From an optimization exercise on the open Yosys and OpenROAD flow, aimed at small area and a short achievable clock period; shortcuts taken in it are not production practice.
In this exercise RTL edits were held to simulation tests only and were not proved equivalent to the original.
Power is estimated from default activity; no workload was simulated.

// bmp_filter
module bmp_filter
(
  input  logic       dut_if,
  input  logic       reset_ind,
  input  logic       in_valid,
  input  bmp_pkg::word_t      in_data,
  input  bmp_pkg::mode_t      mode,
  input  logic [7:0] proc_val,
  output logic       out_valid,
  output bmp_pkg::word_t      out_data,
  output logic       frame_done
);
Size in the first run: about 870 cells after synthesis, about 160 flip-flops, roughly 79 I/O pins.
export LEC_CHECK = 0
export ABC_CLOCK_PERIOD_IN_PS = 2500
export CAP_MARGIN = 20
export CORE_MARGIN = 2
export CORE_UTILIZATION = 40
export CTS_BUF_LIST = sky130_fd_sc_hd__clkbuf_4 sky130_fd_sc_hd__clkbuf_8
export SLEW_MARGIN = 20
create_clock -name core_clock -period 10.0 [get_ports {dut_if}]
standard.sh (not shown) runs the stock make flow with config.mk's settings and CLKGATE_MAP_FILE= SYNTH_SCRIPT=/design/flow/synth_recipe.tcl, a recipe that flattens the netlist after the stock synthesis.
==> flow/flow/run.sh <==
#!/bin/bash
# Standard ORFS layout with two changes: ports are buffered with the
# smallest buffer (the resizer still upsizes where timing needs it), and
# repair_timing aims for 7 ns of setup slack, so that the achieved period
# is pushed well below the 10 ns clock.
set -euo pipefail
bash standard.sh 'BUFFER_PORTS_ARGS=-buffer_cell sky130_fd_sc_hd__buf_1' SETUP_SLACK_MARGIN=7 finish > standard_flow.log 2>&1
Change:
--- a/flow/config.mk
+++ b/flow/config.mk
@@ -10,4 +10,3 @@
 export CORE_MARGIN = 2
 export CORE_UTILIZATION = 40
-export CTS_BUF_LIST = sky130_fd_sc_hd__clkbuf_4 sky130_fd_sc_hd__clkbuf_8
 export SLEW_MARGIN = 20
Effect:
- synthesized cell count is unchanged
- area after synthesis is unchanged
- core utilization climbs by 1.5 points
- worst hold slack is worse by 5.4 ps
- combinational power went up by about 4.3%
- non-clock buffer count climbs by 6
- via count went up by about 0.32%

* * *

The RTL this note starts from:
==> flow/design.v <==
package bmp_pkg;
  localparam int HEADER_WORDS = 14;
  localparam int GROUP_WORDS  = 3;
  localparam int SIZE_LO_WORD = 0;
  localparam int SIZE_HI_WORD = 1;
  typedef logic [31:0] word_t;
  typedef logic [23:0] pixel_t;
  typedef logic [1:0]  mode_t;
  typedef logic [31:0] count_t;
  localparam mode_t MODE_THRESHOLD  = 2'd1;
  localparam mode_t MODE_BRIGHTNESS = 2'd2;
  typedef logic [95:0] pixel_group_t;
endpackage
module bmp_filter
(
  input  logic       dut_if,
  input  logic       reset_ind,
  input  logic       in_valid,
  input  bmp_pkg::word_t      in_data,
  input  bmp_pkg::mode_t      mode,
  input  logic [7:0] proc_val,
  output logic       out_valid,
  output bmp_pkg::word_t      out_data,
  output logic       frame_done
);
  logic [31:0] d;
  logic        v;
  logic [4:0]  s;
  logic [29:0] cnt;       
  logic        thr;       
  logic        bri;       
  logic [7:0]  pv;        
  logic [8:0]  st;        
  logic [31:0] q0, q1;
  logic [1:0]  n;
  logic        rd;
  logic        fin;       
  logic        out_last;
  logic pix, ph0, ph1, ph2, s01, last;
  assign pix = s[4];
  assign ph0 = (s[1:0] == 2'd0);
  assign ph1 = s[0];
  assign ph2 = s[1];
  assign s01 = (s[4:1] == 4'd0);           
  assign last = !s01 && (cnt == 30'd3);
  always_ff @(posedge dut_if) begin
    d <= in_data;
    v <= in_valid && !reset_ind;
  end
  always_ff @(posedge dut_if) begin
    if (s == 5'd0 && !v) begin
      thr <= (mode == bmp_pkg::MODE_THRESHOLD);
      bri <= (mode == bmp_pkg::MODE_BRIGHTNESS);
      pv  <= proc_val;
    end
  end
  logic [29:0] cnt_dec;
  assign cnt_dec = cnt - 30'(v && !s01);
  always_ff @(posedge dut_if) begin
    cnt[13:0]  <= (s == 5'd0) ? {d[7:0], d[15:10]} : cnt_dec[13:0];
    cnt[29:14] <= (s == 5'd1) ? {d[23:16], d[31:24]} : cnt_dec[29:14];
    if (reset_ind) begin
      s <= 5'd0;
    end else if (v) begin
      if (last)                    s <= 5'd0;
      else if (s == 5'd13)         s <= 5'b10000;
      else if (pix && ph2)         s <= 5'b10000;
      else                         s <= s + 5'd1;
    end
  end
  logic [9:0] lim;
  logic [9:0] sum_a, sum_b;
  logic       ra, rb;
  assign lim   = 10'(pv) + 10'({pv, 1'b0}) + 10'd2;
  assign sum_a = 10'(d[31:24]) + 10'(ph2 ? 8'd0 : d[23:16]) + 10'(ph0 ? {1'b0, d[15:8]} : st);
  assign sum_b = 10'(d[7:0]) + 10'(ph0 ? 8'd0 : d[15:8]) + 10'(ph2 ? d[23:16] : 8'd0);
  assign ra = sum_a > lim;
  assign rb = sum_b > lim;
  always_ff @(posedge dut_if) begin
    if (v) st <= sum_b[8:0];
  end
  logic        tpix;
  logic [7:0]  pe;
  logic [31:0] wdata;
  assign tpix = thr && pix;
  assign pe   = (bri && pix) ? pv : 8'd0;
  always_comb begin
    for (int j = 0; j < 4; j++) begin
      logic [8:0] sum;
      sum = 9'(d[8*j +: 8]) + 9'(pe);
      if (sum[8] != pe[7]) wdata[8*j +: 8] = {8{sum[8]}};
      else                 wdata[8*j +: 8] = sum[7:0];
    end
    if (tpix) wdata = {{8{ra}}, {8{ph2 ? rb : ra}}, {8{ph0 ? ra : rb}}, {8{rb}}};
  end
  logic       push, rel, pop, wr, lw, fix1, fix2, byp;
  logic [1:0] held;
  assign push = v;
  assign rel  = v && pix && (ph2 || last);         
  assign held = pix ? s[1:0] : 2'd0;               
  assign pop  = (n > held) || (rel && n != 2'd0);
  assign wr   = rd ^ n[0];
  assign lw   = !wr;                               
  assign fix1 = v && tpix && !ph0;                 
  assign fix2 = v && tpix && ph2;                  
  assign byp  = fix1 && n[0];                      
  always_ff @(posedge dut_if) begin
    if (push && !wr) q0 <= wdata;
    else if (lw == 1'b0) begin
      if (fix1) q0[7:0]  <= {8{ra}};
      if (fix2) q0[15:8] <= {8{ra}};
    end
    if (push && wr) q1 <= wdata;
    else if (lw == 1'b1) begin
      if (fix1) q1[7:0]  <= {8{ra}};
      if (fix2) q1[15:8] <= {8{ra}};
    end
  end
  logic [31:0] qh;
  assign qh = rd ? q1 : q0;
  always_ff @(posedge dut_if) begin
    out_data <= {qh[31:8], byp ? {8{ra}} : qh[7:0]};
    out_last <= fin && (n == 2'd1);
    if (reset_ind) begin
      n          <= 2'd0;
      rd         <= 1'b0;
      fin        <= 1'b0;
      out_valid  <= 1'b0;
      frame_done <= 1'b0;
    end else begin
      n          <= n + 2'(push) - 2'(pop);
      rd         <= rd ^ pop;
      if (push && last)                fin <= 1'b1;
      else if (pop && n == 2'd1)       fin <= 1'b0;
      out_valid  <= pop;
      frame_done <= out_valid && out_last;
    end
  end
endmodule
export LEC_CHECK = 0
export CAP_MARGIN = 20
export CORE_MARGIN = 2
export CORE_UTILIZATION = 40
export SLEW_MARGIN = 20
create_clock -name core_clock -period 10.0 [get_ports {dut_if}]
run.sh (not shown) runs the stock make flow with config.mk's settings and CLKGATE_MAP_FILE= SYNTH_SCRIPT=/design/flow/synth_recipe.tcl, a recipe that flattens the netlist after the stock synthesis.
Stock flow here: none of the scripts above is used.
The starting point ran to the end with no violations.
Rerun with:
- ABC_CLOCK_PERIOD_IN_PS: not set -> 2500
- SETUP_SLACK_MARGIN: not set -> 5
Outcome: Wire length is higher by 2.8%. Worst setup slack is better by 2400 ps. Die area stays the same. Via count goes up by 0.74%. Utilization rises by 1.8 points. Power rose by 6.0%. Synthesized cell count does not change. Area after synthesis does not change. Sequential share of layout area fell by 1.4 points. Sequential power barely changes.

-- re-timing with driven ports --
The flow's constraints put no driver on any port. The routed layouts listed below were extracted and timed again, unchanged, in two steps.
Step 1, drivers: a clkbuf_16 drives dut_if and a buf_2 each remaining input, both assumed.
Step 2, shift: input delay + t, output delay - t, t = (earliest + latest rising clock arrival at the registers) / 2. This alone moves slack from input paths to output paths.
a / b / c = ideal ports / drivers / drivers and shift; a / b = the first two.
run | t (ns) | slack for setup (ns) | worst setup path after step 2 | pins driven straight from the clock port
the first run of note 1 | 0.500 | 6.656 / 6.656 / 6.493 | input to register | 1
the second run of note 1 | 0.473 | 6.658 / 6.658 / 6.517 | input to register | 1
the first run of note 2 | 0.488 | 2.813 / 2.813 / 2.813 | register to register | 1
the second run of note 2 | 0.480 | 5.235 / 5.235 / 5.235 | register to register | 1
After both steps every run listed still meets setup and hold. The setup slack of the first run of note 1, which loses most, moves by 0.000 ns with the drivers and by -0.163 ns with both steps.
